This is an optimization exercise on Yosys and OpenROAD, whose aim is small area and a short achievable clock period, not a production implementation. Only simulation tests tie the RTL to the original design; equivalence was not proved. Power is estimated from default activity; no workload was simulated.

==> flow/design.v <==
package multi_rf_renamer_pkg;
  localparam int DEF_NUM_RF      = 2;
  localparam int DEF_ARCH_REGS   = 32;
  localparam int DEF_PHYS_REGS   = 64;
  localparam int DEF_READ_PORTS  = 3;
  localparam int DEF_INUSE_DEPTH = 32;
endpackage
module multi_rf_renamer_free_list (
  input  logic       clk,
  input  logic       rst,
  input  logic       init,        
  input  logic [4:0] init_idx,
  input  logic       push,        
  input  logic       push_keep,   
  input  logic [5:0] push_phys,
  input  logic       pop,
  input  logic       rollback,
  input  logic [5:0] rollback_phys,   
  output logic [5:0] head,
  output logic       empty
);
  logic [5:0] mem [32];
  logic [4:0] rd_nxt;
  logic [4:0] wr_ptr;
  logic [5:0] used;    
  logic       we;
  logic [4:0] waddr;
  logic [5:0] wdata;
  assign we    = init | (push & ~push_keep);
  assign waddr = init ? init_idx : wr_ptr;
  assign wdata = init ? {1'b1, init_idx} : push_phys;
  always_ff @(posedge clk) begin
    for (int i = 0; i < 32; i++)
      if (we && waddr == 5'(i)) mem[i] <= wdata;
  end
  always_ff @(posedge clk or negedge rst) begin
    if (!rst) begin
      rd_nxt <= 5'd1;
      wr_ptr <= '0;
      used   <= '0;
    end else begin
      if (push) wr_ptr <= wr_ptr + 1'b1;
      if (pop)           rd_nxt <= rd_nxt + 1'b1;
      else if (rollback) rd_nxt <= rd_nxt - 1'b1;
      used <= used + 6'(pop) - 6'(push) - 6'(rollback);
    end
  end
  always_ff @(posedge clk) begin
    if (init)
      head <= 6'd32;
    else if (pop)
      head <= (push && !push_keep && used == 6'd31) ? push_phys : mem[rd_nxt];
    else if (rollback)
      head <= rollback_phys;
    else if (push && !push_keep && used[5])
      head <= push_phys;
  end
  assign empty = used[5];
endmodule
module multi_rf_renamer (
  input  logic        clk,
  input  logic        rst,
  output logic        init_done,
  input  logic        rename_req,
  input  logic [0:0]  rename_rf,
  input  logic [4:0]  rename_rd,
  output logic        rename_ready,
  output logic [5:0]  rename_phys_rd,
  input  logic [2:0]  rs_rf,
  input  logic [14:0] rs_addr,
  output logic [17:0] rs_phys,
  input  logic        issue_commit,
  input  logic        rollback,
  input  logic        retire_valid,
  input  logic        retire_discard,
  output logic        inuse_full
);
  logic       run;
  logic [4:0] init_cnt;
  always_ff @(posedge clk or negedge rst) begin
    if (!rst) begin
      run      <= 1'b0;
      init_cnt <= '0;
    end else if (!run) begin
      init_cnt <= init_cnt + 1'b1;
      if (init_cnt == 5'd31) run <= 1'b1;
    end
  end
  assign init_done = run;
  logic [5:0] tbl [64];
  function automatic logic [5:0] tbl_rd(input logic [5:0] idx);
    logic [5:0] lv [64];
    lv[0] = '0;
    for (int i = 1; i < 64; i++) lv[i] = tbl[i];
    for (int b = 0; b < 6; b++)
      for (int i = 0; i < (64 >> (b + 1)); i++)
        lv[i] = idx[b] ? lv[2*i + 1] : lv[2*i];
    tbl_rd = lv[0];
  endfunction
  logic       prev_nz;    
  logic       prev_rf;
  logic [4:0] prev_rd;
  logic [5:0] prev_old;
  logic [5:0] prev_new;   
  logic [11:0] iu_mem [32];    
  logic [4:0]  iu_rd_nxt, iu_wr_ptr;    
  logic [5:0]  iu_count;
  logic        h_rf;                   
  logic [4:0]  h_rd;
  logic [5:0]  h_old;
  assign inuse_full = iu_count[5];
  logic [1:0] fl_push, fl_pop, fl_unpop, fl_empty;
  logic [5:0] fl_head [2];
  logic rename_zero, rename_fire, ren_write;
  logic rollback_fire, retire_fire, discard_fire, iu_push;
  assign rename_zero    = (rename_rd == 5'd0) & ~rename_rf[0];
  assign rename_ready   = run & ~rollback & ~(retire_valid & retire_discard)
                        & (rename_zero | ~fl_empty[rename_rf]);
  assign rename_phys_rd = rename_zero ? 6'd0 : fl_head[rename_rf];
  assign rename_fire    = rename_req & rename_ready;
  assign ren_write      = rename_fire & ~rename_zero;
  assign rollback_fire  = run & rollback & prev_nz;
  assign retire_fire    = run & retire_valid & (iu_count != 6'd0);
  assign discard_fire   = retire_fire & retire_discard;
  assign iu_push        = run & issue_commit & prev_nz & ~inuse_full;
  always_comb begin
    fl_push  = '0;
    fl_pop   = '0;
    fl_unpop = '0;
    fl_push[h_rf]       = retire_fire;
    fl_pop[rename_rf]   = ren_write;
    fl_unpop[prev_rf]   = rollback_fire;
  end
  for (genvar r = 0; r < 2; r++) begin : g_fl
    multi_rf_renamer_free_list u_fl (
      .clk       (clk),
      .rst       (rst),
      .init      (~run),
      .init_idx  (init_cnt),
      .push      (fl_push[r]),
      .push_keep (retire_discard),
      .push_phys (h_old),
      .pop       (fl_pop[r]),
      .rollback  (fl_unpop[r]),
      .rollback_phys (prev_new),
      .head      (fl_head[r]),
      .empty     (fl_empty[r])
    );
  end
  logic       tw_en;
  logic       tw_rf;
  logic [4:0] tw_rd;
  logic [5:0] tw_data;
  always_comb begin
    tw_en   = ren_write;
    tw_rf   = rename_rf;
    tw_rd   = rename_rd;
    tw_data = rename_phys_rd;
    if (rollback_fire) begin
      tw_en   = 1'b1;
      tw_rf   = prev_rf;
      tw_rd   = prev_rd;
      tw_data = prev_old;
    end else if (discard_fire) begin
      tw_en   = 1'b1;
      tw_rf   = h_rf;
      tw_rd   = h_rd;
      tw_data = h_old;
    end
    if (!run) begin
      tw_rd   = init_cnt;
      tw_data = {1'b0, init_cnt};
    end
  end
  always_ff @(posedge clk) begin
    for (int i = 1; i < 64; i++)
      if (tw_rd == 5'(i) && (!run || (tw_en && tw_rf == (i >= 32)))) tbl[i] <= tw_data;
  end
  always_comb begin
    for (int p = 0; p < 3; p++)
      rs_phys[6*p +: 6] = tbl_rd({rs_rf[p], rs_addr[5*p +: 5]});
  end
  always_ff @(posedge clk or negedge rst) begin
    if (!rst)             prev_nz <= 1'b0;
    else if (rename_fire) prev_nz <= ~rename_zero;
  end
  always_ff @(posedge clk) begin
    if (rename_fire) begin
      prev_rf  <= rename_rf;
      prev_rd  <= rename_rd;
      prev_old <= tbl_rd({rename_rf, rename_rd});
      prev_new <= rename_phys_rd;
    end
  end
  always_ff @(posedge clk) begin
    for (int i = 0; i < 32; i++)
      if (iu_push && iu_wr_ptr == 5'(i)) iu_mem[i] <= {prev_rf, prev_rd, prev_old};
  end
  always_ff @(posedge clk) begin
    if (retire_fire)
      {h_rf, h_rd, h_old} <= (iu_push && iu_count == 6'd1) ? {prev_rf, prev_rd, prev_old}
                                                           : iu_mem[iu_rd_nxt];
    else if (iu_push && iu_count == 6'd0)
      {h_rf, h_rd, h_old} <= {prev_rf, prev_rd, prev_old};
  end
  always_ff @(posedge clk or negedge rst) begin
    if (!rst) begin
      iu_rd_nxt <= 5'd1;
      iu_wr_ptr <= '0;
      iu_count  <= '0;
    end else begin
      if (iu_push)     iu_wr_ptr <= iu_wr_ptr + 1'b1;
      if (retire_fire) iu_rd_nxt <= iu_rd_nxt + 1'b1;
      iu_count <= iu_count + 6'(iu_push) - 6'(retire_fire);
    end
  end
endmodule
==> flow/run.sh <==
#!/bin/bash
# synth_recipe.tcl (not shown) runs the flow's synth.tcl, then flattens the netlist and writes it again
# the make line also repeats each setting of config.mk as NAME=value (left out here)
make -C /OpenROAD-flow-scripts/flow DESIGN_CONFIG=/design/flow/config.mk WORK_HOME=/design/flow/orfs CLKGATE_MAP_FILE= SYNTH_SCRIPT=/design/flow/synth_recipe.tcl finish
==> flow/config.mk <==
export PLATFORM = sky130hd
export DESIGN_NAME = multi_rf_renamer
export DESIGN_NICKNAME = multi_rf_renamer
export VERILOG_FILES = /design/flow/design.v
export SDC_FILE = /design/flow/constraint.sdc
export NUM_CORES = 4
export LEC_CHECK = 0
export CAP_MARGIN = 20
export CORE_MARGIN = 2
export CORE_UTILIZATION = 40
export SETUP_SLACK_MARGIN = 1.6
export SLEW_MARGIN = 20
==> flow/constraint.sdc <==
create_clock -name core_clock -period 5.2 [get_ports {clk}]
set_input_delay 1.0400 -clock core_clock [delete_from_list [all_inputs] [get_ports {clk}]]
set_output_delay 1.0400 -clock core_clock [all_outputs]
set_load 0.01 [all_outputs]
==> results of run 1 <==
metrics by stage:
step           worst slack [ps]  std cells  hold WS (ps)  power, mW
6_report                   1111       5944         439.8      31.11
5_1_grt                    1113       5940         496.1      32.11
4_1_cts                    1161       5920         461.8      30.99
3_5_place_dp              339.3       5601         491.2      21.18
3_3_place_gp              321.7       5601         484.4      21.09
2_1_floorplan              1387       3640         460.7      17.70
worst register-to-register path: cells and delay by family (launching register included):
| family | cells | cell delay, ps |
|---|---|---|
| flops | 1 | 560 |
| simple gates | 2 | 900 |
| fa+ha+maj | 1 | 560 |
| buf+inv | 3 | 820 |
| compound gates | 3 | 470 |
timing repair:
item	4_1_cts	5_1_grt
pin swaps	43	12
endpoints found under the setup margin	120	129
resized for setup	285	46
buffers inserted	62	20
hold buffers	0	0
gates cloned	17	0
final timing paths:
| kind | from | endpoint | slack, ps | cells past startpoint |
|---|---|---|---|---|
| max in group asynchronous | rst | iu_rd_nxt[4] | 4140 | 2 |
| min in group core_clock | g_fl[1].u_fl.wr_ptr[4] | g_fl[1].u_fl.wr_ptr[4] | 500 | 1 |
| worst min-delay path | rst | iu_rd_nxt[3] | 440 | 2 |
| worst max register to register | iu_rd_nxt[0] | h_old[3] | 1670 | 9 |
| worst min register to register | g_fl[1].u_fl.wr_ptr[4] | g_fl[1].u_fl.wr_ptr[4] | 500 | 1 |
| worst max-delay path | rs_addr[5] | rs_phys[8] | 1110 | 9 |
cell usage in the layout, fill, tap and decap left out, drive strengths merged, types with 39 or more instances in the layout:
master  instances
nand3          95
o21ai          60
nor2          222
a22o           39
o22ai          73
buf           371
ha             54
nand4          52
mux4          463
a32oi          40
a21oi          64
inv            75
clkinv         44
edfxtp       1176
mux2i          94
dfrtp          52
mux2           59
a22oi          94
nand2         146
clkbuf        178
metal layers:
layer	global-route usage	part of all wire	wire length (um)	vias to the layer above
met2	0.3908	0.46	90250	2702
li1	-	-	-	15780
met3	0.05939	0.11	22540	488
met5	0	0.000066	13	-
met4	0.09975	0.043	8432	2
met1	0.3567	0.38	75770	20320
synthesized netlist by cell type (64+ instances only):
| cell type | n | area share |
|---|---|---|
| buf_2 | 86 | 0.0072 |
| o22ai_1 | 73 | 0.0076 |
| inv_1 | 65 | 0.0041 |
| mux2i_1 | 93 | 0.016 |
| a21oi_1 | 64 | 0.0054 |
| mux4_2 | 463 | 0.17 |
| nand2_1 | 146 | 0.0092 |
| edfxtp_1 | 1176 | 0.59 |
| nand3_1 | 95 | 0.0080 |
| nor2_1 | 220 | 0.014 |
| clkbuf_1 | 118 | 0.0074 |
| a22oi_1 | 94 | 0.012 |
registers in the layout, indices dropped and copies added, names as in the netlist, 10 cells and up:
register and cells:
tbl 378, g_fl.u_fl.used 12, iu_mem 384, g_fl.u_fl.mem 384, g_fl.u_fl.wr_ptr 10, g_fl.u_fl.rd_nxt 10, g_fl.u_fl.head 12
logic make-up after synthesis:
kind of cell	count (synthesis)	synth area share
compound gates	591	0.07322
fa+ha+maj	59	0.01298
flops	1243	0.6179
buf+inv	335	0.02370
mux	616	0.2015
simple gates	761	0.06552
xor+xnor	35	0.005129
final cells by class:
class	instances	area [um2]	area share
inverter	69	275.3	0.003907
sequential	1243	36950	0.5244
clock inverter	67	631.9	0.008968
tap	1930	2415	0.03427
antenna	4	10.01	0.0001421
clock buffer	173	3722	0.05283
multi-input combinational	2062	22200	0.3151
timing repair buffer	396	4248	0.06029
report_power, final:
group / switching [mW] / internal [mW] / leakage (nW)
logic: 5.83 / 3.02 / 9.55
clock network: 4.03 / 5.56 / 2.12
registers: 0.555 / 12.1 / 11.3
==> metrics.csv, run 1 <==
metric,value,unit
Max Freq,244.6,MHz
Buf/Inv on CP,5,
Critical Path Sink Type,output port,
final slew viol count,0,
Die W,390.6,um
largest net degree at the start of global routing,105,
io pins,58,
clock-pin slew on the worst setup and hold paths,60,ps
Starting DRT DRC Count,6009,
drt wl/cell,33.14,um
"Distinct cells, synth",92,
Crit path max-delay family,multiplexers,
"Top FF cell, synth",edfxtp_1,
synthesized instance count,3640,
worst skew pair latency,770,ps
Die ar.,152500,um2
Filler cells,12410,
Vias/cell,6.611,
"EDFF count, synth",1176,
CTS buffer count,138,
"Req. time, crit path",4160,ps
total negative slack,0,ps
max_slew headroom,0.1919,
WP data arrival,3050,ps
syn nets,3730,
GP Congestion,0.9462,
RSZ-0062 raised after global routing,true,
"slowest stage cell, crit path",mux4_2,
Slew @ Worst Pin,1206,ps
CP startpoint kind,primary input,
Routed WL,197.0,mm
site row count,141,
vias in the first global route,37890,
synthesis-stage register bit count,1243,
HPWL Detailed,125.8,mm
Final nets,4000,
LEAKAGE,22.99,nW
Power Density,441.5,nW/um2
core area,148000,um2
CP Max Fanout,5,
Final Util,0.4760,
crit-path cells,buf_16 > buf_12 > buf_8 > mux4_2 > mux4_2 > o22ai_4 > buf_6 > nor2_4 > buf_6,
share of post-route cells with drive strength above 1,0.3120,
Syn-to-layout area delta,17.87,%
CTS tree,done,
Die H,390.6,um
# clock sinks,1243,
Total GRT Usage,0.2563,
grt total ovfl,0,
global-route wire length before repair,280.9,mm
via count,39300,
initial antenna violation count,3,
final hold violation count,0,
Max Cap Violations,0,
Peak VDD IR,0.3148,mV
ys async rst share,0.04425,
# DRC,0,
CTS Root Cell,clkbuf_16,
critical path's largest stage delay,580,ps
IO buf count,57,
Setup CP Type,in2out,
status,finished clean,
final setup fails,0,
initial core utilization,0.4038,
clk buf depth,3,
YS warnings,16,
DRT Pass-1 Iters,6,
post-route design area,70460,um2
H-tree levels,4,
synthesized area,59770,um2
sequential area share after synthesis,0.6179,
fin crit share,0.7864,
DP Area,63840,um2
Final min period,4089,ps
skew final,31.61,ps
HP Class,in2async,
Mapped Avg Cell Area,16.42,um2
DRT antenna net count,0,
==> inputs of run 2 (changes only) <==
--- a/flow/config.mk
+++ b/flow/config.mk
@@ -7,6 +7,6 @@
 export LEC_CHECK = 0
 export CAP_MARGIN = 20
 export CORE_MARGIN = 2
-export CORE_UTILIZATION = 40
+export CORE_UTILIZATION = 55
 export SETUP_SLACK_MARGIN = 1.6
 export SLEW_MARGIN = 20
==> metrics.csv, run 2 <==
metric,value,unit
status,finished clean,
"Distinct cells, synth",92,
CTS tree,done,
CTS buffer count,132,
crit-path cells,buf_16 > buf_12 > buf_6 > mux4_2 > mux4_2 > o22ai_2 > nor2_1 > buf_2,
Setup crit start,rs_addr[0],
Slew @ Worst Pin,1217,ps
hold buffer count at CTS,0,
Die W,333.7,um
"commonest non-fill, non-tap cell in the layout",edfxtp_1,
Starting DRT DRC Count,6419,
most frequent cells in the layout,"edfxtp_1, mux4_2, buf_4, nor2_1, nand2_1",
Final min period,4076,ps
Crit path max-delay family,multiplexers,
Final nets,3947,
cell mode on critical path,mux4_2,
HP Class,in2async,
storage element area,36950,um2
GP Congestion,0.9805,
syn nets,3730,
# clock sinks,1243,
# DRC,0,
largest net degree at the start of global routing,65,
CP Max Fanout,6,
worst skew pair latency,760,ps
initial antenna violation count,2,
Setup CP Type,in2out,
Synth area leaders,"edfxtp_1, mux4_2, dfrtp_1",
H-tree levels,4,
critical path's largest stage delay,540,ps
"Top FF cell, synth",edfxtp_1,
"Req. time, crit path",4160,ps
synthesized instance count,3640,
fin crit share,0.7838,
area occupied by multi-input gates,22220,um2
Die H,333.7,um
DRT antenna net count,0,
drt wl/cell,36.83,um
grt total ovfl,0,
RSZ-0062 raised after global routing,true,
met2 wire len,90.29,mm
max_slew headroom,0.1769,
initial core utilization,0.5560,
synthesis-stage register bit count,1243,
LEAKAGE,22.71,nW
"slowest stage cell, crit path",mux4_2,
synthesized area,59770,um2
Peak VDD IR,0.3562,mV
DR top layer,met5,
vias in the first global route,38670,
final hold violation count,0,
Max Freq,245.4,MHz
Buf/Inv on CP,4,
Die ar.,111300,um2
Largest regs,"g_fl.u_fl.mem (384), iu_mem (384), tbl (378)",
DRT Pass-1 Iters,9,
IO buf count,57,
Mapped Avg Cell Area,16.42,um2
Reg2Reg Setup Slack,1600,ps
skew final,39.24,ps
Syn-to-layout area delta,16.01,%
io pins,58,
YS warnings,16,
final setup fails,0,
Reg-to-Reg End,g_fl[1].u_fl.head[3],
Vias/cell,7.359,
via count,39480,
ant diodes,0,
"top cells by count, synth","edfxtp_1, mux4_2, nor2_1, nand2_1, clkbuf_1",
global-route wire length before repair,282.7,mm
minimum hold slack,425.9,ps
clk buf depth,3,
Total GRT Usage,0.3562,
Routed WL,197.6,mm
share of post-route cells with drive strength above 1,0.3021,
WP depth,8,
Max Cap Violations,0,
WP data arrival,3040,ps
"EDFF count, synth",1176,
Reg2Reg Depth,8,
Met3 Wirelength,24.37,mm
clock-pin slew on the worst setup and hold paths,60,ps
HPWL Detailed,128.5,mm
Critical Path Sink Type,output port,
Reg2Reg Launch Point,g_fl[1].u_fl.rd_nxt[0],
sequential area share after synthesis,0.6179,
CP startpoint kind,primary input,
ys async rst share,0.04425,
Synth top area share,0.5908,
CP endpoint,rs_phys[2],
Synth area leader,edfxtp_1,
final slew viol count,0,
Filler cells,7590,
Power Density,447.2,nW/um2
site row count,120,
top-count cell post-synth,edfxtp_1,
wl on met1,72.60,mm
CTS Root Cell,clkbuf_16,
total negative slack,0,ps
core area,107500,um2
## run 2: worst min-delay path by stage
stage	cells past startpoint	endpoint	startpoint	slack (ps)
2_1_floorplan	2	g_fl[1].u_fl.head[5]	g_fl[1].u_fl.head[5]	460
3_3_place_gp	1	g_fl[1].u_fl.wr_ptr[4]	g_fl[1].u_fl.wr_ptr[4]	490
3_5_place_dp	2	g_fl[0].u_fl.head[5]	g_fl[0].u_fl.head[5]	490
4_1_cts	2	g_fl[0].u_fl.rd_nxt[3]	rst	460
6_report	2	g_fl[0].u_fl.rd_nxt[3]	rst	430
5_1_grt	2	g_fl[0].u_fl.rd_nxt[3]	rst	490
## run 2: timing repair
item	in CTS	in global routing
buffers inserted	40	24
hold endpoints to repair	0	0
gates cloned	15	3
setup endpoints to repair	64	295
pin swaps	37	20
gates resized for setup	264	49
## run 2: kinds of logic (layout without fill, tap and decap cells)
kind of cell	count (synthesis)	in the layout	synth area share
adders and majority gates	59	59	0.01298
buffers and inverters	335	657	0.02370
and+or+nand+nor	761	761	0.06552
muxes	616	616	0.2015
AOI/OAI and AO/OA	591	591	0.07322
xor gates and xnor gates	35	35	0.005129
DFF	1243	1243	0.6179
## run 2: where the power goes
group	total (mW)	switching, mW	internal (mW)
Sequential	12.8	0.649	12.1
Combinational	8.87	5.85	3.02
Clock	9.39	4.01	5.37
## run 2: through the flow
step                      total power [mW]  utilization  setup WS (ps)  area [um2]  cells
after floorplan                      17.70            -           1387       60210   3640
after global placement               21.03       0.5856          256.3       62950   5043
after detailed placement             21.22       0.5856          259.6       62960   5043
after CTS                            30.75       0.6404           1149       68840   5337
after global routing                 31.88       0.6450           1117       69340   5365
final                                31.01       0.6450           1124       69340   5365
## run 2: routing by layer
| layer | GRT usage | up-vias |
|---|---|---|
| met5 | 0 | - |
| met4 | 0.1601 | 2 |
| met3 | 0.09280 | 589 |
| met2 | 0.5375 | 3037 |
| met1 | 0.4921 | 20180 |
| li1 | - | 15680 |
## run 2: area by class of cell
type,instances,area share
Sequential cell,1243,0.5329
Multi-Input combinational cell,2062,0.3205
Timing Repair Buffer,349,0.05576
Clock buffer,170,0.05121
Tap cell,1403,0.02532
Clock inverter,69,0.01043
Inverter,69,0.003880
==> inputs of run 3 (changes only) <==
--- a/flow/config.mk
+++ b/flow/config.mk
@@ -8,5 +8,6 @@
 export CAP_MARGIN = 20
 export CORE_MARGIN = 2
 export CORE_UTILIZATION = 55
-export SETUP_SLACK_MARGIN = 1.6
+export CTS_BUF_LIST = sky130_fd_sc_hd__clkbuf_4 sky130_fd_sc_hd__clkbuf_8
+export SETUP_SLACK_MARGIN = 1.2
 export SLEW_MARGIN = 20
==> metrics.csv, run 3 <==
metric,value,unit
status,finished clean,
Die H,333.7,um
YS warnings,16,
RSZ-0062 raised after global routing,true,
synthesized area,59770,um2
Slew @ Worst Pin,1166,ps
synthesized instance count,3640,
sequential area share after synthesis,0.6179,
WP data arrival,3060,ps
skew final,60.19,ps
CTS Root Cell,clkbuf_8,
total negative slack,0,ps
io pins,58,
Final Util,0.6413,
GP Congestion,0.9575,
Max Freq,243.7,MHz
Final nets,4004,
Largest regs,"g_fl.u_fl.mem (384), iu_mem (384), tbl (378)",
Total GRT Usage,0.3623,
share of post-route cells with drive strength above 1,0.3156,
Syn-to-layout area delta,15.34,%
Synth area leader,edfxtp_1,
post-route design area,68940,um2
clock-pin slew on the worst setup and hold paths,60,ps
largest net degree at the start of global routing,104,
LEAKAGE,22.73,nW
DP Area,62860,um2
DRT antenna net count,0,
# DRC,0,
Starting DRT DRC Count,6191,
global-route wire length before repair,286.6,mm
Die ar.,111300,um2
Max Cap Violations,0,
final slew viol count,0,
Synth top area share,0.5908,
H-tree levels,4,
HPWL Detailed,128.6,mm
fin crit share,0.7890,
Peak VDD IR,0.2565,mV
Routed WL,200.4,mm
CP Max Fanout,6,
max_slew headroom,0.2200,
drt wl/cell,36.45,um
HP Class,in2async,
"top cells by count, synth","edfxtp_1, mux4_2, nor2_1, nand2_1, clkbuf_1",
site row count,120,
vias in the first global route,39520,
"EDFF count, synth",1176,
Die W,333.7,um
initial antenna violation count,11,
"commonest non-fill, non-tap cell in the layout",edfxtp_1,
syn nets,3730,
final hold violation count,0,
ys async rst share,0.04425,
clk buf depth,3,
"Req. time, crit path",4160,ps
# clock sinks,1243,
Power Density,442.9,nW/um2
worst skew pair latency,920,ps
"Power, Total",30.54,mW
initial core utilization,0.5560,
core area,107500,um2
Filler cells,7681,
synthesis-stage register bit count,1243,
top-count cell post-synth,edfxtp_1,
CTS buffer count,204,
Synth area leaders,"edfxtp_1, mux4_2, dfrtp_1",
Critical Path Sink Type,output port,
DRT Pass-1 Iters,6,
CP startpoint kind,primary input,
IO buf count,57,
Final min period,4103,ps
most frequent cells in the layout,"edfxtp_1, mux4_2, clkbuf_8, buf_4, nor2_1",
CTS tree,done,
Mapped Avg Cell Area,16.42,um2
grt total ovfl,0,
via count,39920,
Setup CP Type,in2out,
"Top FF cell, synth",edfxtp_1,
Vias/cell,7.260,
"Distinct cells, synth",92,
final setup fails,0,
-- run 3: final timing paths --
check / cells past startpoint / slack (ps) / end / start
min in group core_clock: 1 / 500 / g_fl[0].u_fl.wr_ptr[4] / g_fl[0].u_fl.wr_ptr[4]
hold reg to reg: 1 / 500 / g_fl[0].u_fl.wr_ptr[4] / g_fl[0].u_fl.wr_ptr[4]
setup reg to reg: 7 / 1210 / h_rf / iu_rd_nxt[4]
setup / recovery: 9 / 1100 / rs_phys[0] / rs_addr[0]
max in group asynchronous: 2 / 4280 / g_fl[1].u_fl.rd_nxt[3] / rst
hold / removal: 2 / 290 / iu_wr_ptr[1] / rst
-- run 3: final cells by class --
| type | count | area, um2 | area share |
|---|---|---|---|
| diodes | 9 | 22.52 | 0.0003267 |
| repair buffers | 334 | 3640 | 0.05279 |
| well taps | 1403 | 1755 | 0.02546 |
| inverters | 69 | 264.0 | 0.003829 |
| clock inverters | 123 | 975.9 | 0.01416 |
| clock buffers | 256 | 3242 | 0.04702 |
| flip-flops and latches | 1243 | 36950 | 0.5360 |
| multi-input cells | 2062 | 22090 | 0.3205 |
-- run 3: logic make-up (layout without fill, tap and decap cells) --
logic type	count (synthesis)	after routing	synth area share
flops	1243	1243	0.6179
simple gates	761	761	0.06552
mux	616	616	0.2015
compound gates	591	591	0.07322
buf+inv	335	782	0.02370
fa+ha+maj	59	59	0.01298
xor+xnor	35	35	0.005129
other cells	0	9	0
-- run 3: metal layers --
metal	up-vias	GRT usage	part of all wire
met1	20540	0.4993	0.37
li1	15840	-	-
met4	4	0.1669	0.049
met2	2979	0.5468	0.46
met5	-	0	0.00020
met3	562	0.09408	0.12
-- run 3: repair_timing --
| item | in CTS | in global routing |
|---|---|---|
| gates cloned | 19 | 0 |
| setup endpoints to repair | 19 | 23 |
| gates resized for setup | 207 | 21 |
| buffers inserted | 50 | 4 |
| hold buffers | 0 | 0 |
| pin swaps | 31 | 9 |
-- run 3: critical path, stage by stage --
cell and delay, ps:
buf_16 140, buf_12 130, buf_16 110, buf_8 100, mux4_2 490, mux4_2 610
o22ai_4 220, nor2_2 70, buf_2 150
-- run 3: metrics by stage --
stage               setup slack [ps]  std cells  hold WS [ps]
global placement               258.6       5035         486.1
finish                          1097       5499         293.1
floorplan                       1202       3640         460.7
CTS                             1106       5484         256.3
detailed placement             216.5       5036         485.7
global route                    1091       5492         318.4
-- run 3: power breakdown --
part | switching, mW | internal, mW | leakage [nW] | total, mW
Clock | 4.16 | 4.75 | 2.24 | 8.92
Sequential | 0.705 | 12.1 | 11.3 | 12.8
Combinational | 5.82 | 2.98 | 9.16 | 8.80
Total | 10.7 | 19.8 | 22.7 | 30.5
==> inputs of run 4 (changes only) <==
--- a/flow/config.mk
+++ b/flow/config.mk
@@ -9,5 +9,5 @@
 export CORE_MARGIN = 2
 export CORE_UTILIZATION = 55
 export CTS_BUF_LIST = sky130_fd_sc_hd__clkbuf_4 sky130_fd_sc_hd__clkbuf_8
-export SETUP_SLACK_MARGIN = 1.2
+export SETUP_SLACK_MARGIN = 1.4
 export SLEW_MARGIN = 20
==> metrics.csv, run 4 <==
metric,value,unit
status,finished clean,
Slew @ Worst Pin,1208,ps
"Req. time, crit path",4160,ps
Final Util,0.6411,
Final min period,4056,ps
# clock sinks,1243,
Die ar.,111300,um2
Filler cells,7648,
vias in the first global route,39330,
Max Freq,246.6,MHz
DRT Pass-1 Iters,6,
most frequent cells in the layout,"edfxtp_1, mux4_2, buf_4, clkbuf_8, nor2_1",
worst skew pair latency,910,ps
Mapped Avg Cell Area,16.42,um2
Reg2Reg Launch Point,iu_rd_nxt[2],
crit-path cells,buf_6 > mux4_2 > mux4_2 > o22ai_4 > nor2_2 > buf_2,
Die W,333.7,um
syn nets,3730,
synthesis-stage register bit count,1243,
HP Class,in2async,
GP Congestion,0.9665,
CP startpoint kind,flop,
YS warnings,16,
ys async rst share,0.04425,
final setup fails,0,
CTS tree,done,
Power Density,435.1,nW/um2
core area,107500,um2
"commonest non-fill, non-tap cell in the layout",edfxtp_1,
"slowest stage cell, crit path",mux4_2,
Starting DRT DRC Count,6316,
share of post-route cells with drive strength above 1,0.3176,
site row count,120,
Syn-to-layout area delta,15.30,%
Synth area leaders,"edfxtp_1, mux4_2, dfrtp_1",
Synth area leader,edfxtp_1,
Final nets,4022,
Reg2Reg Setup Slack,1360,ps
synthesized area,59770,um2
WP data arrival,3020,ps
Die H,333.7,um
critical path's largest stage delay,530,ps
IO buf count,57,
largest net degree at the start of global routing,72,
final hold violation count,0,
"EDFF count, synth",1176,
LEAKAGE,22.69,nW
Max Cap Violations,0,
"Distinct cells, synth",92,
global-route wire length before repair,285.6,mm
grt total ovfl,0,
initial core utilization,0.5560,
top-count cell post-synth,edfxtp_1,
Total GRT Usage,0.3610,
CTS buffer count,200,
initial antenna violation count,5,
max_slew headroom,0.1831,
"top cells by count, synth","edfxtp_1, mux4_2, nor2_1, nand2_1, clkbuf_1",
area occupied by multi-input gates,22130,um2
storage element area,36950,um2
Reg-to-Reg End,h_old[5],
drt wl/cell,36.41,um
Setup CP Type,reg2out,
# DRC,0,
Setup crit start,tbl[22][4],
cell mode on critical path,mux4_2,
Synth top area share,0.5908,
RSZ-0062 raised after global routing,true,
skew final,66.09,ps
Routed WL,200.2,mm
Vias/cell,7.271,
total negative slack,0,ps
fin crit share,0.7800,
H-tree levels,4,
CP endpoint,rs_phys[10],
CTS Root Cell,clkbuf_8,
Peak VDD IR,0.3142,mV
synthesized instance count,3640,
via count,39970,
Largest regs,"g_fl.u_fl.mem (384), iu_mem (384), tbl (378)",
clk buf depth,3,
CP Max Fanout,3,
HPWL Detailed,129.3,mm
clock-pin slew on the worst setup and hold paths,60,ps
DRT antenna net count,0,
"Top FF cell, synth",edfxtp_1,
Reg2Reg Depth,7,
Critical Path Sink Type,output port,
sequential area share after synthesis,0.6179,
io pins,58,
final slew viol count,0,
run 4: metal layers:
metal  routed length, um  GRT usage  vias to the layer above
met2               91730     0.5481                     3118
met4                9927     0.1611                        4
met1               74310     0.4997                    20430
met5                  24          0                        -
li1                    -          -                    15850
met3               24150    0.08896                      572
run 4: cells by family after synthesis:
| logic type | count (synthesis) | share of synthesized area |
|---|---|---|
| DFF | 1243 | 0.6179 |
| AOI/OAI and AO/OA | 591 | 0.07322 |
| adders and majority gates | 59 | 0.01298 |
| xor gates and xnor gates | 35 | 0.005129 |
| muxes | 616 | 0.2015 |
| buffers and inverters | 335 | 0.02370 |
| and+or+nand+nor | 761 | 0.06552 |
run 4: through the flow:
stage               cell area (um2)  total power, mW  hold slack [ps]  worst slack (ps)  cells
global placement              63030            21.13            484.2             285.2   5060
floorplan                     59950            17.67            460.7              1364   3640
global route                  68920            30.91            298.7              1109   5497
CTS                           68600            29.76            270.2              1110   5483
finish                        68920            29.98            269.1              1144   5497
detailed placement            63040            21.29            496.8             246.1   5060
run 4: report_power, final:
| group | internal, mW | switching, mW | total (mW) |
|---|---|---|---|
| Clock | 4.36 | 4.01 | 8.37 |
| Sequential | 12.1 | 0.776 | 12.9 |
| Combinational | 2.97 | 5.75 | 8.72 |
| Total | 19.4 | 10.5 | 30.0 |
run 4: critical path, delay by kind of cell, from the launching register on:
family	cells	cell delay (ps)
multiplexers	2	980
flip-flops	1	500
buffers and inverters	2	320
AO/OA/AOI/OAI	1	240
AND/OR/NAND/NOR	1	80
run 4: final cells by class:
class	count	share of cell area
inverters	69	0.003867
diodes	1	0.00003631
repair buffers	356	0.05606
multi-input cells	2062	0.3211
clock buffers	268	0.04789
well taps	1403	0.02547
clock inverters	95	0.009314
flip-flops and latches	1243	0.5362
run 4: worst min path at each step:
stage                                 startpoint                      to  slack [ps]
after floorplan             g_fl[1].u_fl.head[5]    g_fl[1].u_fl.head[5]         460
after global placement    g_fl[0].u_fl.wr_ptr[4]  g_fl[0].u_fl.wr_ptr[4]         480
after detailed placement  g_fl[1].u_fl.wr_ptr[4]  g_fl[1].u_fl.wr_ptr[4]         500
after CTS                                    rst  g_fl[0].u_fl.rd_nxt[4]         270
after global routing                         rst  g_fl[0].u_fl.rd_nxt[2]         300
final                                        rst  g_fl[0].u_fl.rd_nxt[4]         270
run 4: timing repair:
action,in CTS,in global routing
buffers inserted,45,9
endpoints found under the setup margin,40,60
pin swaps,34,22
hold buffers,0,0
gates resized for setup,242,44
cloned,15,2
==> inputs of run 5 (changes only) <==
--- a/flow/config.mk
+++ b/flow/config.mk
@@ -7,7 +7,7 @@
 export LEC_CHECK = 0
 export CAP_MARGIN = 20
 export CORE_MARGIN = 2
-export CORE_UTILIZATION = 55
+export CORE_UTILIZATION = 65
 export CTS_BUF_LIST = sky130_fd_sc_hd__clkbuf_4 sky130_fd_sc_hd__clkbuf_8
 export SETUP_SLACK_MARGIN = 1.4
 export SLEW_MARGIN = 20
==> metrics.csv, run 5 <==
metric,value,unit
status,finished clean,
final setup fails,0,
"Distinct cells, synth",92,
storage element area,36950,um2
grt total ovfl,0,
CTS buffer count,197,
Simple-Gate Fraction of Synth Area,0.06552,
Max Freq,242.9,MHz
critical path's largest stage delay,570,ps
"Req. time, crit path",4160,ps
Mapped Avg Cell Area,16.42,um2
Die W,307.2,um
Starting DRT DRC Count,7295,
Die H,307.2,um
max_slew headroom,0.1977,
Peak VDD IR,0.3614,mV
RSZ-0062 raised after global routing,true,
# DRC,0,
main combinational cell family by area after synthesis,multiplexers,
# clock sinks,1243,
Reg2Reg Launch Point,iu_rd_nxt[0],
Final nets,4029,
YS warnings,16,
core area,91390,um2
"EDFF count, synth",1176,
H-tree levels,4,
minimum hold slack,302.8,ps
Adder-Cell Fraction of Synth Area,0.01298,
hold buffer count at CTS,0,
HP Class,in2async,
Final Util,0.7546,
Syn-to-layout area delta,15.38,%
LEAKAGE,22.91,nW
synthesis-stage register bit count,1243,
multiplexer share of the synthesized area,0.2015,
synthesized area,59770,um2
Critical Path Sink Type,output port,
most frequent cells in the layout,"edfxtp_1, mux4_2, buf_4, clkbuf_8, nor2_1",
share of post-route cells with drive strength above 1,0.3231,
Filler cells,5434,
IO buf count,57,
site row count,111,
"commonest non-fill, non-tap cell in the layout",edfxtp_1,
"Top FF cell, synth",edfxtp_1,
Reg2Reg Setup Slack,1390,ps
total negative slack,0,ps
DP Area,62590,um2
clock-pin slew on the worst setup and hold paths,60,ps
sequential area share after synthesis,0.6179,
GP Congestion,0.9930,
top-count cell post-synth,edfxtp_1,
Synth area leader,edfxtp_1,
initial core utilization,0.6541,
Synth Area in Compound Gates,0.07322,
Max Cap Violations,0,
CTS Root Cell,clkbuf_8,
final slew viol count,0,
final hold violation count,0,
CP startpoint kind,primary input,
CP Max Fanout,16,
crit-path cells,buf_8 > bufbuf_16 > mux4_2 > mux4_2 > o22ai_4 > nor2_2 > buf_2,
via count,40660,
XOR/XNOR share of the synthesized area,0.005129,
Synth top area share,0.5908,
Total GRT Usage,0.4146,
cell mode on critical path,mux4_2,
drt wl/cell,36.54,um
Slew @ Worst Pin,1198,ps
ys async rst share,0.04425,
HPWL Detailed,120.1,mm
Routed WL,193.4,mm
Setup CP Type,in2out,
"top cells by count, synth","edfxtp_1, mux4_2, nor2_1, nand2_1, clkbuf_1",
"Power, Total",30.19,mW
fin crit share,0.7917,
global-route wire length before repair,277.3,mm
Reg-to-Reg End,h_old[3],
DRT antenna net count,0,
worst skew pair latency,900,ps
WP data arrival,3080,ps
Die ar.,94400,um2
DRT Pass-1 Iters,7,
Power Density,437.7,nW/um2
area occupied by multi-input gates,22070,um2
Final min period,4117,ps
synthesized instance count,3640,
Vias/cell,7.681,
CTS tree,done,
Largest regs,"g_fl.u_fl.mem (384), iu_mem (384), tbl (378)",
io pins,58,
initial antenna violation count,5,
syn nets,3730,
post-route design area,68960,um2
skew final,22.20,ps
"slowest stage cell, crit path",mux4_2,
vias in the first global route,39720,
Reg2Reg Depth,10,
clk buf depth,3,
largest net degree at the start of global routing,105,
Synth area leaders,"edfxtp_1, mux4_2, dfrtp_1",
[run 5: cell types whose count changed in the layout (fill, tap and decap cells not counted), moves of 7 or more]
cell	before	now
o22ai_4	27	17
o22ai_2	8	19
buf_16	21	32
buf_12	36	29
buf_4	213	224
clkinv_1	55	44
clkbuf_8	206	217
[run 5: layout make-up]
class                           instances  share of cell area
Clock inverter                         85            0.009616
Timing Repair Buffer                  366             0.05897
Clock buffer                          279             0.05006
Multi-Input combinational cell       2062              0.3201
Sequential cell                      1243              0.5358
Antenna cell                            3           0.0001089
Tap cell                             1186             0.02152
Inverter                               69            0.003865
[run 5: how the worst max path moves through the flow]
stage,from,endpoint,slack [ps],cells after the start
global route,rs_addr[5],rs_phys[10],1110,8
detailed placement,rs_addr[0],rs_phys[2],340,7
floorplan,rename_rd[3],g_fl[0].u_fl.used[5],1360,13
CTS,rs_addr[5],rs_phys[6],1150,10
finish,rs_addr[6],rs_phys[10],1080,7
global placement,rs_addr[0],rs_phys[5],350,7
[run 5: worst max-delay path: cells and delay by family]
family,cells,cell delay (ps)
and+or+nand+nor,1,90
muxes,2,900
buffers and inverters,3,750
AOI/OAI and AO/OA,1,260
[run 5: layer usage]
metal / share of wire / vias to the layer above / track usage
met2: 0.45 / 3769 / 0.6110
met3: 0.15 / 676 / 0.1314
li1: - / 15880 / -
met4: 0.057 / 2 / 0.2160
met1: 0.34 / 20330 / 0.5621
met5: 0.000083 / - / 0
[run 5: cells by family (layout without fill, tap and decap cells)]
kind of cell,after synthesis,in the layout
other cells,0,3
buf+inv,335,799
xor+xnor,35,35
fa+ha+maj,59,59
flops,1243,1243
simple gates,761,761
mux,616,616
compound gates,591,591
[run 5: power breakdown]
group          total (mW)  internal, mW  switching, mW
logic                8.81          2.99           5.83
clock network        8.67          4.74           3.94
registers            12.7          12.1          0.591
total                30.2          19.8           10.4
[run 5: stage by stage]
step / worst slack, ps / instances
after global placement: 345.7 / 4819
after global routing: 1106 / 5291
after detailed placement: 336.0 / 4819
after CTS: 1147 / 5273
after floorplan: 1364 / 3640
final: 1083 / 5293
[run 5: timing repair]
item / in CTS / in global routing
gates resized for setup: 233 / 37
setup endpoints to repair: 29 / 42
setup buffers: 68 / 16
hold endpoints to repair: 0 / 0
gates cloned: 22 / 1
pin swaps: 45 / 12
==> inputs of run 6 (changes only) <==
--- a/flow/design.v
+++ b/flow/design.v
@@ -23,6 +23,14 @@
   logic [4:0] rd_nxt;
   logic [4:0] wr_ptr;
   logic [5:0] used;    
+  function automatic logic [5:0] mem_rd(input logic [4:0] idx);
+    logic [5:0] lv [32];
+    for (int i = 0; i < 32; i++) lv[i] = mem[i];
+    for (int b = 0; b < 5; b++)
+      for (int i = 0; i < (32 >> (b + 1)); i++)
+        lv[i] = idx[b] ? lv[2*i + 1] : lv[2*i];
+    mem_rd = lv[0];
+  endfunction
   logic       we;
   logic [4:0] waddr;
   logic [5:0] wdata;
@@ -49,7 +57,7 @@
     if (init)
       head <= 6'd32;
     else if (pop)
-      head <= (push && !push_keep && used == 6'd31) ? push_phys : mem[rd_nxt];
+      head <= (push && !push_keep && used == 6'd31) ? push_phys : mem_rd(rd_nxt);
     else if (rollback)
       head <= rollback_phys;
     else if (push && !push_keep && used[5])
@@ -105,6 +113,14 @@
   logic [11:0] iu_mem [32];    
   logic [4:0]  iu_rd_nxt, iu_wr_ptr;    
   logic [5:0]  iu_count;
+  function automatic logic [11:0] iu_rd(input logic [4:0] idx);
+    logic [11:0] lv [32];
+    for (int i = 0; i < 32; i++) lv[i] = iu_mem[i];
+    for (int b = 0; b < 5; b++)
+      for (int i = 0; i < (32 >> (b + 1)); i++)
+        lv[i] = idx[b] ? lv[2*i + 1] : lv[2*i];
+    iu_rd = lv[0];
+  endfunction
   logic        h_rf;                   
   logic [4:0]  h_rd;
   logic [5:0]  h_old;
@@ -199,7 +215,7 @@
   always_ff @(posedge clk) begin
     if (retire_fire)
       {h_rf, h_rd, h_old} <= (iu_push && iu_count == 6'd1) ? {prev_rf, prev_rd, prev_old}
-                                                           : iu_mem[iu_rd_nxt];
+                                                           : iu_rd(iu_rd_nxt);
     else if (iu_push && iu_count == 6'd0)
       {h_rf, h_rd, h_old} <= {prev_rf, prev_rd, prev_old};
   end
--- a/flow/config.mk
+++ b/flow/config.mk
@@ -7,7 +7,7 @@
 export LEC_CHECK = 0
 export CAP_MARGIN = 20
 export CORE_MARGIN = 2
-export CORE_UTILIZATION = 65
+export CORE_UTILIZATION = 40
 export CTS_BUF_LIST = sky130_fd_sc_hd__clkbuf_4 sky130_fd_sc_hd__clkbuf_8
-export SETUP_SLACK_MARGIN = 1.4
+export SETUP_SLACK_MARGIN = 1.6
 export SLEW_MARGIN = 20
==> metrics.csv, run 6 <==
metric,value,unit
status,finished clean,
Starting DRT DRC Count,4151,
io pins,58,
final setup fails,0,
# clock sinks,1243,
max_slew headroom,0.2587,
area occupied by multi-input gates,21360,um2
DRT antenna net count,0,
clock-pin slew on the worst setup and hold paths,60,ps
global-route wire length before repair,242.5,mm
total negative slack,0,ps
Die ar.,150700,um2
final slew viol count,0,
Met3 Wirelength,15.44,mm
synthesized instance count,3125,
Max Freq,240.2,MHz
switch share,0.3077,
synthesis-stage register bit count,1243,
Sw Pwr,8.994,mW
Power Density,425.6,nW/um2
Reg2Reg Depth,8,
"Distinct cells, synth",68,
final hold violation count,0,
"EDFF count, synth",1176,
Synth top area share,0.5980,
core area,146100,um2
Max Cap Violations,0,
Mapped Avg Cell Area,18.90,um2
RSZ-0062 raised after global routing,true,
storage element area,36950,um2
post-route design area,68690,um2
share of post-route cells with drive strength above 1,0.3910,
skew final,53.77,ps
CTS buffer count,205,
vias in the first global route,34260,
GP Congestion,0.8889,
DR top layer,met5,
Reg2Reg Launch Point,iu_count[5],
Critical Path Sink Type,output port,
H-tree levels,4,
clk buf depth,3,
"Top FF cell, synth",edfxtp_1,
YS warnings,19,
Final nets,3530,
initial core utilization,0.4042,
Syn-to-layout area delta,16.33,%
Total GRT Usage,0.2215,
IO buf count,57,
worst skew pair latency,930,ps
site row count,140,
CP Max Fanout,9,
synthesized area,59050,um2
sequential area share after synthesis,0.6255,
sequential share of power,0.444,
Slew @ Worst Pin,1112,ps
syn nets,3204,
Peak VDD IR,0.3196,mV
combinational share of power,0.257,
Routed WL,166.8,mm
via count,33800,
"commonest non-fill, non-tap cell in the layout",edfxtp_1,
"Power, Total",29.23,mW
"top cells by count, synth","edfxtp_1, mux4_2, nor2_1, mux2i_1, nand2_1",
initial antenna violation count,9,
Die W,388.2,um
fin crit share,0.8007,
HPWL Detailed,106.6,mm
hold buffer count at CTS,0,
DRT Pass-1 Iters,5,
Synth area leaders,"edfxtp_1, mux4_2, dfrtp_1",
# DRC,0,
clock share of power,0.298,
Setup crit start,rs_addr[0],
largest net degree at the start of global routing,74,
CTS Root Cell,clkbuf_8,
LEAKAGE,22.54,nW
design internal power,20.24,mW
Setup CP Type,in2out,
Vias/cell,6.101,
DP Area,62850,um2
HP Class,in2async,
Filler cells,12270,
drt wl/cell,30.11,um
CP startpoint kind,primary input,
met2 wire len,77.17,mm
wl on met1,68.51,mm
top-count cell post-synth,edfxtp_1,
Die H,388.2,um
CTS tree,done,
Largest regs,"g_fl.u_fl.mem (384), iu_mem (384), tbl (378)",
ys async rst share,0.04425,
minimum hold slack,174.3,ps
"Req. time, crit path",4160,ps
Final min period,4164,ps
Synth area leader,edfxtp_1,
WP data arrival,3120,ps
most frequent cells in the layout,"edfxtp_1, mux4_2, buf_4, clkbuf_8, nor2_1",
grt total ovfl,0,
## run 6: cell types whose count changed in the layout (fill, tap and decap cells not counted), moves of 20 or more
cell	before	now
mux4_2	463	644
a22oi_1	94	33
a222oi_1	20	0
a32oi_1	40	2
and3_1	28	7
nand3_1	94	12
nand4_1	52	13
nand2_1	144	93
mux2_2	58	28
nor2_1	193	160
a221oi_1	24	2
## run 6: critical path: stages
cell and delay (ps):
buf_16 140, buf_16 160, buf_8 160, mux4_2 520
mux4_2 560, o22ai_2 200, buf_6 160, nor2_4 40
buf_6 120
## run 6: kinds of logic after synthesis
family	Yosys count	synth area share
xor gates and xnor gates	36	0.005340
DFF	1243	0.6255
muxes	776	0.2686
adders and majority gates	48	0.01106
and+or+nand+nor	432	0.03361
AOI/OAI and AO/OA	306	0.03473
buffers and inverters	284	0.02119
## run 6: repair_timing
action                                  CTS  global route
buffers inserted                         56            11
pin swaps                                32             8
cloned                                   15             2
resized for setup                       208            18
endpoints found under the setup margin  125           125
## run 6: layout make-up
class / instances / share of cell area
clock inverters: 102 / 0.01151
flip-flops and latches: 1243 / 0.5379
diodes: 4 / 0.0001457
repair buffers: 339 / 0.05222
multi-input cells: 1598 / 0.3109
clock buffers: 273 / 0.04887
inverters: 64 / 0.003497
well taps: 1917 / 0.03492
## run 6: per-layer routing
layer	vias to the layer above	GRT usage
met4	10	0.08157
li1	13900	-
met5	-	0
met1	17760	0.3086
met3	333	0.05675
met2	1799	0.3370
## run 6: worst paths after layout
kind / end / slack, ps
setup / recovery: rs_phys[2] / 1040
hold / removal: iu_rd_nxt[3] / 170
setup reg to reg: tbl[3][4] / 1750
hold reg to reg: g_fl[1].u_fl.head[0] / 460
max in group asynchronous: g_fl[1].u_fl.rd_nxt[3] / 4090
min in group core_clock: g_fl[1].u_fl.head[0] / 460
## run 6: per-stage QoR
stage          cells    util  worst slack (ps)
6_report        5540  0.4702              1036
5_1_grt         5540  0.4702              1028
4_1_cts         5523  0.4685              1023
3_5_place_dp    5077  0.4302             388.9
3_3_place_gp    5077  0.4302             391.1
2_1_floorplan   3125       -              1554
## run 6: power groups by stage
stage,Sequential [mW],Combinational (mW),Clock (mW)
6_report,13.0,7.52,8.72
2_1_floorplan,12.5,5.37,0
5_1_grt,13.1,8.03,9.35
3_3_place_gp,13.2,7.29,0
4_1_cts,13.0,7.53,8.92
3_5_place_dp,13.2,7.37,0
==> inputs of run 7 (changes only) <==
--- a/flow/config.mk
+++ b/flow/config.mk
@@ -7,7 +7,7 @@
 export LEC_CHECK = 0
 export CAP_MARGIN = 20
 export CORE_MARGIN = 2
-export CORE_UTILIZATION = 40
+export CORE_UTILIZATION = 55
 export CTS_BUF_LIST = sky130_fd_sc_hd__clkbuf_4 sky130_fd_sc_hd__clkbuf_8
-export SETUP_SLACK_MARGIN = 1.6
+export SETUP_SLACK_MARGIN = 1.2
 export SLEW_MARGIN = 20
==> metrics.csv, run 7 <==
metric,value,unit
status,finished clean,
DRT Pass-1 Iters,5,
CTS tree,done,
Max Freq,241.2,MHz
"EDFF count, synth",1176,
HP Class,in2async,
top-count cell post-synth,edfxtp_1,
share of post-route cells with drive strength above 1,0.3837,
CTS Root Cell,clkbuf_8,
Final nets,3475,
worst skew pair latency,890,ps
Total GRT Usage,0.3061,
syn nets,3204,
total negative slack,0,ps
final hold violation count,0,
Max Cap Violations,0,
Slew @ Worst Pin,1236,ps
Final min period,4147,ps
initial core utilization,0.5532,
"top cells by count, synth","edfxtp_1, mux4_2, nor2_1, mux2i_1, nand2_1",
Starting DRT DRC Count,4094,
Syn-to-layout area delta,14.76,%
final setup fails,0,
clock-pin slew on the worst setup and hold paths,60,ps
final slew viol count,0,
Largest regs,"g_fl.u_fl.mem (384), iu_mem (384), tbl (378)",
synthesized area,59050,um2
Synth area leader,edfxtp_1,
# DRC,0,
Sw Pwr,8.948,mW
switch share,0.3081,
HPWL Detailed,106.5,mm
synthesized instance count,3125,
Vias/cell,6.883,
CP startpoint kind,primary input,
Synth top area share,0.5980,
Peak VDD IR,0.2953,mV
RSZ-0062 raised after global routing,true,
global-route wire length before repair,240.7,mm
Setup CP Type,in2out,
Reg-to-Reg End,tbl[59][4],
Die H,331.7,um
Cells after DPL,4532,
combinational share of power,0.264,
Mapped Avg Cell Area,18.90,um2
vias in the first global route,34270,
io pins,58,
skew final,45.93,ps
Reg2Reg Depth,5,
Critical Path Sink Type,output port,
design internal power,20.10,mW
# clock sinks,1243,
"Req. time, crit path",4160,ps
clk buf depth,3,
"commonest non-fill, non-tap cell in the layout",edfxtp_1,
YS warnings,19,
DRT antenna net count,0,
Routed WL,167.6,mm
synthesis-stage register bit count,1243,
ys async rst share,0.04425,
most frequent cells in the layout,"edfxtp_1, mux4_2, clkbuf_8, buf_4, nor2_1",
CP Max Fanout,8,
grt total ovfl,0,
sequential area share after synthesis,0.6255,
WP data arrival,3110,ps
Die ar.,110000,um2
drt wl/cell,33.80,um
fin crit share,0.7974,
IO buf count,57,
Final Util,0.6348,
Reg2Reg Setup Slack,1350,ps
"Top FF cell, synth",edfxtp_1,
LEAKAGE,22.23,nW
largest net degree at the start of global routing,73,
Synth area leaders,"edfxtp_1, mux4_2, dfrtp_1",
Power Density,428.6,nW/um2
sequential share of power,0.444,
clock share of power,0.292,
H-tree levels,4,
GP Congestion,0.8924,
"non-filler cells, final",4957,
via count,34120,
site row count,120,
initial antenna violation count,5,
core area,106800,um2
Reg2Reg Launch Point,run,
Die W,331.7,um
CTS buffer count,199,
max_slew headroom,0.1757,
"Distinct cells, synth",68,
==> run 7: cell count changes in the layout (fill, tap and decap cells not counted), moves of 6 or more <==
cell             delta
clkinv_1           -10
o22ai_2             +6
nor2_1             -17
clkdlybuf4s50_1     +8
nor2_2             +17
buf_4              -60
buf_16             +13
o22ai_1            -11
==> run 7: critical path, cell delays in order <==
cell and delay, ps:
buf_16 160, buf_12 150, buf_16 130, mux4_2 500, mux4_2 550, o22ai_2 190, nor2_2 90, dlygate4sd2_1 290
==> run 7: cell type report <==
cell class,count,area [um2]
clock buffer,268,3288
clock inverter,87,709.4
sequential,1243,36950
timing repair buffer,290,3390
multi-input combinational,1598,21420
inverter,64,240.2
antenna,4,10.01
tap,1403,1755
fill,7355,38990
==> run 7: worst max-delay path by stage <==
stage,endpoint,start
6_report,rs_phys[8],rs_addr[5]
5_1_grt,rs_phys[9],rs_addr[5]
4_1_cts,rs_phys[6],rs_addr[5]
3_5_place_dp,rs_phys[5],rs_addr[0]
3_3_place_gp,rs_phys[5],rs_addr[0]
2_1_floorplan,rs_phys[12],rs_addr[10]
==> run 7: logic make-up after synthesis <==
group	after synthesis	synth area share
AO/OA/AOI/OAI	306	0.03473
XOR/XNOR	36	0.005340
adder cells (fa/ha/maj)	48	0.01106
buffers and inverters	284	0.02119
flip-flops	1243	0.6255
multiplexers	776	0.2686
AND/OR/NAND/NOR	432	0.03361
==> run 7: what timing repair did <==
item                                    4_1_cts  5_1_grt
gates resized for setup                     186       43
hold endpoints to repair                      0        0
endpoints found under the setup margin       25      130
buffers inserted                             34        9
hold buffers                                  0        0
pin swaps                                    25       12
gates cloned                                 18        3
==> run 7: routing by layer <==
layer / GRT usage / vias up / share of wire
met5: 0 / - / 0.000048
met4: 0.1096 / 2 / 0.035
met3: 0.07333 / 363 / 0.10
met2: 0.4642 / 2055 / 0.47
met1: 0.4401 / 17920 / 0.40
li1: - / 13780 / -
==> run 7: power by group through the flow <==
stage	Sequential [mW]	Clock, mW	Combinational, mW
floorplan	12.5	0	5.33
global placement	13.1	0	7.18
detailed placement	13.2	0	7.36
CTS	12.9	8.62	7.55
global route	13.0	9.05	8.12
finish	12.9	8.48	7.66
==> run 7: stage by stage <==
step | hold WS [ps] | setup slack, ps | instance area (um2) | total power, mW
3_3_place_gp | 450.6 | 221.6 | 61930 | 20.30
4_1_cts | 281.4 | 1063 | 67420 | 29.12
6_report | 344.5 | 1053 | 67760 | 29.05
2_1_floorplan | 431.4 | 1219 | 59080 | 17.88
3_5_place_dp | 450.0 | 193.3 | 61970 | 20.52
5_1_grt | 351.6 | 1030 | 67760 | 30.17
==> inputs of run 8 (changes only) <==
--- a/flow/config.mk
+++ b/flow/config.mk
@@ -7,7 +7,7 @@
 export LEC_CHECK = 0
 export CAP_MARGIN = 20
 export CORE_MARGIN = 2
-export CORE_UTILIZATION = 55
+export CORE_UTILIZATION = 65
 export CTS_BUF_LIST = sky130_fd_sc_hd__clkbuf_4 sky130_fd_sc_hd__clkbuf_8
-export SETUP_SLACK_MARGIN = 1.2
+export SETUP_SLACK_MARGIN = 1.4
 export SLEW_MARGIN = 20
==> metrics.csv, run 8 <==
metric,value,unit
Setup CP Type,in2out,
Final min period,4103,ps
Reg2Reg Setup Slack,1630,ps
Routed WL,158.2,mm
RSZ-0062 raised after global routing,true,
final hold violation count,0,
Synth area leaders,"edfxtp_1, mux4_2, dfrtp_1",
via count,34320,
ys async rst share,0.04425,
io pins,58,
CP Max Fanout,6,
combinational share of power,0.265,
CTS tree,done,
"Req. time, crit path",4160,ps
DRT antenna net count,0,
initial antenna violation count,2,
Die H,305.4,um
Critical Path Sink Type,output port,
site row count,110,
worst skew pair latency,890,ps
DP Area,61640,um2
share of post-route cells with drive strength above 1,0.3789,
Reg2Reg Launch Point,run,
Die W,305.4,um
global-route wire length before repair,233.7,mm
synthesized instance count,3125,
initial core utilization,0.6560,
GP Congestion,0.9762,
IO buf count,57,
sequential area share after synthesis,0.6255,
Slew @ Worst Pin,1106,ps
max_slew headroom,0.2590,
drt wl/cell,33.38,um
skew final,37.72,ps
status,finished clean,
top-count cell post-synth,edfxtp_1,
LEAKAGE,22.18,nW
Syn-to-layout area delta,13.90,%
final slew viol count,0,
Synth area leader,edfxtp_1,
final setup fails,0,
clock share of power,0.286,
Max Cap Violations,0,
pre-CTS setup slack,313.1,ps
core area,90010,um2
HPWL Detailed,101.1,mm
Starting DRT DRC Count,5114,
clk buf depth,3,
most frequent cells in the layout,"edfxtp_1, mux4_2, clkbuf_8, buf_4, nor2_1",
synthesized area,59050,um2
Filler cells,5139,
Power Density,426.9,nW/um2
"EDFF count, synth",1176,
fin crit share,0.7890,
"commonest non-fill, non-tap cell in the layout",edfxtp_1,
Die ar.,93270,um2
synthesis-stage register bit count,1243,
Synth top area share,0.5980,
vias in the first global route,34850,
design internal power,19.88,mW
"top cells by count, synth","edfxtp_1, mux4_2, nor2_1, mux2i_1, nand2_1",
Sw Pwr,8.833,mW
"Distinct cells, synth",68,
DRT Pass-1 Iters,8,
Reg-to-Reg End,g_fl[1].u_fl.used[5],
# clock sinks,1243,
# DRC,0,
CP startpoint kind,primary input,
CTS Root Cell,clkbuf_8,
Max Freq,243.7,MHz
sequential share of power,0.449,
Largest regs,"g_fl.u_fl.mem (384), iu_mem (384), tbl (378)",
largest net degree at the start of global routing,101,
Total GRT Usage,0.3489,
Final nets,3485,
final setup margin,1097,ps
switch share,0.3076,
Mapped Avg Cell Area,18.90,um2
post-route design area,67260,um2
clock-pin slew on the worst setup and hold paths,60,ps
YS warnings,19,
HP Class,in2async,
CTS buffer count,193,
H-tree levels,4,
total negative slack,0,ps
Peak VDD IR,0.3732,mV
Reg2Reg Depth,15,
Vias/cell,7.243,
"Top FF cell, synth",edfxtp_1,
WP data arrival,3060,ps
syn nets,3204,
grt total ovfl,0,
run 8: changes by cell type in the layout (fill, tap and decap cells not counted), moves of 8 or more:
cell,change
buf_4,+29
nor2_1,+19
nor2_2,-18
o22ai_2,-13
o22ai_1,+11
buf_6,-10
clkbuf_4,-9
clkinv_2,+8
run 8: power groups by stage:
| stage | logic [mW] | registers, mW | clock network [mW] |
|---|---|---|---|
| after floorplan | 5.33 | 12.5 | 0 |
| after global routing | 8.07 | 13.0 | 8.75 |
| after global placement | 7.04 | 13.1 | 0 |
| after detailed placement | 7.24 | 13.2 | 0 |
| final | 7.60 | 12.9 | 8.22 |
| after CTS | 7.44 | 13.0 | 8.31 |
run 8: metrics by stage:
stage          cells  power (mW)    util  hold slack, ps
2_1_floorplan   3125       17.88       -           431.4
4_1_cts         4724       28.73  0.7443           70.88
6_report        4738       28.71  0.7472           126.6
5_1_grt         4737       29.79  0.7472           132.7
3_5_place_dp    4314       20.43  0.6848           464.2
3_3_place_gp    4314       20.18  0.6848           453.8
run 8: repair_timing:
item / 4_1_cts / 5_1_grt
gates resized for setup: 207 / 22
setup endpoints to repair: 38 / 58
pin swaps: 24 / 16
hold endpoints to repair: 0 / 0
cloned: 16 / 1
hold buffers: 0 / 0
buffers inserted: 45 / 7
run 8: worst max path at each step:
stage	from	to	slack [ps]
2_1_floorplan	rename_rd[0]	g_fl[0].u_fl.used[5]	1410
4_1_cts	tbl[63][0]	rs_phys[12]	1090
5_1_grt	tbl[62][0]	rs_phys[12]	1070
6_report	rs_addr[10]	rs_phys[12]	1100
3_5_place_dp	rs_addr[5]	rs_phys[11]	310
3_3_place_gp	rs_addr[5]	rs_phys[10]	320
run 8: cell families after synthesis:
kind of cell	Yosys count	synth area share
fa+ha+maj	48	0.01106
xor+xnor	36	0.005340
flops	1243	0.6255
compound gates	306	0.03473
simple gates	432	0.03361
mux	776	0.2686
buf+inv	284	0.02119
run 8: per-layer routing:
metal | part of all wire | global-route usage | vias up
met5 | 0 | 0 | -
met4 | 0.045 | 0.1517 | 0
met3 | 0.12 | 0.09664 | 459
met2 | 0.47 | 0.5213 | 2422
met1 | 0.37 | 0.4931 | 17640
li1 | - | - | 13800
run 8: area by class of cell:
cell class	count	area, um2	share of cell area
timing repair buffer	306	3378	0.05023
multi-input combinational	1598	21350	0.3175
clock inverter	96	714.4	0.01062
tap	1176	1471	0.02188
antenna	2	5.005	0.00007441
sequential	1243	36950	0.5494
inverter	64	244.0	0.003627
clock buffer	253	3144	0.04675
run 8: worst max-delay path, stage by stage:
cell	delay, ps
buf_16	140
buf_12	140
buf_4	140
mux4_2	490
mux4_2	620
o22ai_4	250
nor2_1	80
buf_2	150
==> inputs of run 9 (changes only) <==
--- a/flow/design.v
+++ b/flow/design.v
@@ -111,7 +111,7 @@
   logic [5:0] prev_old;
   logic [5:0] prev_new;   
   logic [11:0] iu_mem [32];    
-  logic [4:0]  iu_rd_nxt, iu_wr_ptr;    
+  logic [4:0]  iu_rd_ptr, iu_wr_ptr;
   logic [5:0]  iu_count;
   function automatic logic [11:0] iu_rd(input logic [4:0] idx);
     logic [11:0] lv [32];
@@ -124,6 +124,7 @@
   logic        h_rf;                   
   logic [4:0]  h_rd;
   logic [5:0]  h_old;
+  assign {h_rf, h_rd, h_old} = iu_rd(iu_rd_ptr);
   assign inuse_full = iu_count[5];
   logic [1:0] fl_push, fl_pop, fl_unpop, fl_empty;
   logic [5:0] fl_head [2];
@@ -212,21 +213,14 @@
     for (int i = 0; i < 32; i++)
       if (iu_push && iu_wr_ptr == 5'(i)) iu_mem[i] <= {prev_rf, prev_rd, prev_old};
   end
-  always_ff @(posedge clk) begin
-    if (retire_fire)
-      {h_rf, h_rd, h_old} <= (iu_push && iu_count == 6'd1) ? {prev_rf, prev_rd, prev_old}
-                                                           : iu_rd(iu_rd_nxt);
-    else if (iu_push && iu_count == 6'd0)
-      {h_rf, h_rd, h_old} <= {prev_rf, prev_rd, prev_old};
-  end
   always_ff @(posedge clk or negedge rst) begin
     if (!rst) begin
-      iu_rd_nxt <= 5'd1;
+      iu_rd_ptr <= '0;
       iu_wr_ptr <= '0;
       iu_count  <= '0;
     end else begin
       if (iu_push)     iu_wr_ptr <= iu_wr_ptr + 1'b1;
-      if (retire_fire) iu_rd_nxt <= iu_rd_nxt + 1'b1;
+      if (retire_fire) iu_rd_ptr <= iu_rd_ptr + 1'b1;
       iu_count <= iu_count + 6'(iu_push) - 6'(retire_fire);
     end
   end
--- a/flow/config.mk
+++ b/flow/config.mk
@@ -7,7 +7,8 @@
 export LEC_CHECK = 0
 export CAP_MARGIN = 20
 export CORE_MARGIN = 2
-export CORE_UTILIZATION = 65
+export CORE_UTILIZATION = 55
 export CTS_BUF_LIST = sky130_fd_sc_hd__clkbuf_4 sky130_fd_sc_hd__clkbuf_8
-export SETUP_SLACK_MARGIN = 1.4
+export SETUP_SLACK_MARGIN = 1.6
 export SLEW_MARGIN = 20
+export TNS_END_PERCENT = 5
==> metrics.csv, run 9 <==
metric,value,unit
status,finished clean,
Final nets,3497,
fin crit share,0.8236,
crit-path cells,buf_8 > bufbuf_16 > mux4_2 > mux4_2 > mux4_2 > buf_6,
CP Max Fanout,19,
"commonest non-fill, non-tap cell in the layout",edfxtp_1,
multiplexer share of the synthesized area,0.2706,
switch share,0.3353,
clk buf depth,3,
clock-pin slew on the worst setup and hold paths,60,ps
CTS Root Cell,clkbuf_8,
Die ar.,109500,um2
sequential share of power,0.424,
GP Congestion,0.9298,
Sw Pwr,10.79,mW
site row count,119,
Slew @ Worst Pin,1104,ps
Die H,330.8,um
final setup fails,0,
GR Util met2,0.5105,
Simple-Gate Fraction of Synth Area,0.03740,
Crit path max-delay family,multiplexers,
max_slew headroom,0.2607,
CTS tree,done,
largest net degree at the start of global routing,100,
"top cells by count, synth","edfxtp_1, mux4_2, nor2_1, clkbuf_1, nand2_1",
Die W,330.8,um
final slew viol count,0,
final hold violation count,0,
WP data arrival,3240,ps
GRT busiest layer,met2,
RSZ-0062 raised after global routing,true,
initial antenna violation count,10,
clock share of power,0.259,
critical path's largest stage delay,590,ps
Buf/Inv on CP,3,
Synth area leader,edfxtp_1,
# clock sinks,1231,
Max Freq,233.5,MHz
Critical Path Sink Type,output port,
worst skew pair latency,890,ps
routing usage on met1,0.4374,
combinational share of power,0.318,
Largest regs,"g_fl.u_fl.mem (384), iu_mem (384), tbl (378)",
synthesized instance count,3063,
Synth top area share,0.5949,
synthesized area,58750,um2
CP startpoint kind,primary input,
core area,105600,um2
cell mode on critical path,mux4_2,
"EDFF count, synth",1164,
met3 GRT Util,0.06198,
main combinational cell family by area after synthesis,multiplexers,
total negative slack,0,ps
Final min period,4283,ps
CTS buffer count,198,
"Top FF cell, synth",edfxtp_1,
minimum hold slack,148.2,ps
"slowest stage cell, crit path",mux4_2,
io pins,58,
Routed WL,171.3,mm
HPWL Detailed,110.6,mm
hold buffer count at CTS,0,
LEAKAGE,22.56,nW
"Req. time, crit path",4160,ps
synthesis-stage register bit count,1231,
Peak VDD IR,0.3677,mV
top-count cell post-synth,edfxtp_1,
design internal power,21.39,mW
IO buf count,57,
DRT antenna net count,0,
[run 9: cell types whose count changed after synthesis, moves of 22 or more]
cell	change
clkbuf_1	+22
mux2i_1	-41
nor3_1	-26
o22ai_1	-40
nor2_1	+23
buf_2	-42
[run 9: cell families (layout without fill, tap and decap cells)]
logic type	Yosys count	count (layout)
multiplexers	762	762
buffers and inverters	271	796
flip-flops	1231	1231
AO/OA/AOI/OAI	255	255
adder cells (fa/ha/maj)	48	48
AND/OR/NAND/NOR	460	460
XOR/XNOR	36	36
other	0	10
[run 9: cell type report]
cell class              count  area (um2)
diodes                     10       25.02
clock buffers             265        3253
clock inverters           105       696.9
fillers                  7226       37530
inverters                  57       216.5
multi-input cells        1561       21410
flip-flops and latches   1231       36600
well taps                1391        1740
repair buffers            369        4086
[run 9: layer usage]
metal | vias up | routed length (um) | share of wire
li1 | 13810 | - | -
met1 | 18050 | 65910 | 0.38
met5 | - | 52 | 0.00030
met3 | 408 | 14780 | 0.086
met4 | 8 | 6925 | 0.040
met2 | 2045 | 83650 | 0.49
[run 9: power groups by stage]
stage / Combinational [mW] / Clock [mW] / Sequential (mW)
floorplan: 6.26 / 0 / 13.4
global placement: 9.07 / 0 / 13.9
detailed placement: 9.38 / 0 / 14.0
CTS: 9.91 / 8.46 / 13.7
global route: 10.8 / 8.88 / 13.7
finish: 10.2 / 8.32 / 13.6
[run 9: path summary, 6_finish.rpt]
| kind | slack, ps | from | endpoint | cells after the start |
|---|---|---|---|---|
| min in group core_clock | 510 | g_fl[1].u_fl.wr_ptr[4] | g_fl[1].u_fl.wr_ptr[4] | 1 |
| max in group asynchronous | 4120 | rst | g_fl[0].u_fl.rd_nxt[0] | 2 |
| hold reg to reg | 510 | g_fl[1].u_fl.wr_ptr[4] | g_fl[1].u_fl.wr_ptr[4] | 1 |
| hold / removal | 150 | rst | iu_count[2] | 1 |
| setup reg to reg | 1140 | iu_rd_ptr[0] | g_fl[1].u_fl.used[5] | 15 |
| setup / recovery | 920 | rs_addr[11] | rs_phys[17] | 6 |
[run 9: worst register-to-register path: stages (launching register included)]
cell     delay [ps]
dfrtp_4         500
buf_8           160
or3b_4          420
o32ai_2         170
nor3_2          100
buf_4           180
a22o_1          220
nor2_1          210
inv_1           120
fa_1            500
ha_1            200
ha_1            240
fa_1            440
a21o_1          190
a21oi_1         180
xnor2_1         140
[run 9: timing repair]
| item | 4_1_cts | 5_1_grt |
|---|---|---|
| endpoints found under the hold margin | 0 | 0 |
| endpoints found under the setup margin | 1371 | 1000 |
| resized for setup | 193 | 68 |
| pin swaps | 5 | 11 |
| buffers inserted | 51 | 30 |
| cloned | 14 | 2 |
[run 9: through the flow]
stage	setup WS (ps)	utilization	power (mW)
global placement	220.4	0.5884	23.01
floorplan	1272	-	19.67
finish	917.3	0.6445	32.18
detailed placement	185.1	0.5884	23.37
global route	906.4	0.6443	33.42
CTS	900.1	0.6388	32.04

Check on run 9: ideal ports give 0.917 ns setup slack; a clkbuf_16 on the clock port and buf_2 on the inputs give 0.684 ns; moving port delays by the midpoint clock arrival (0.940 ns) as well gives 0.314 ns.
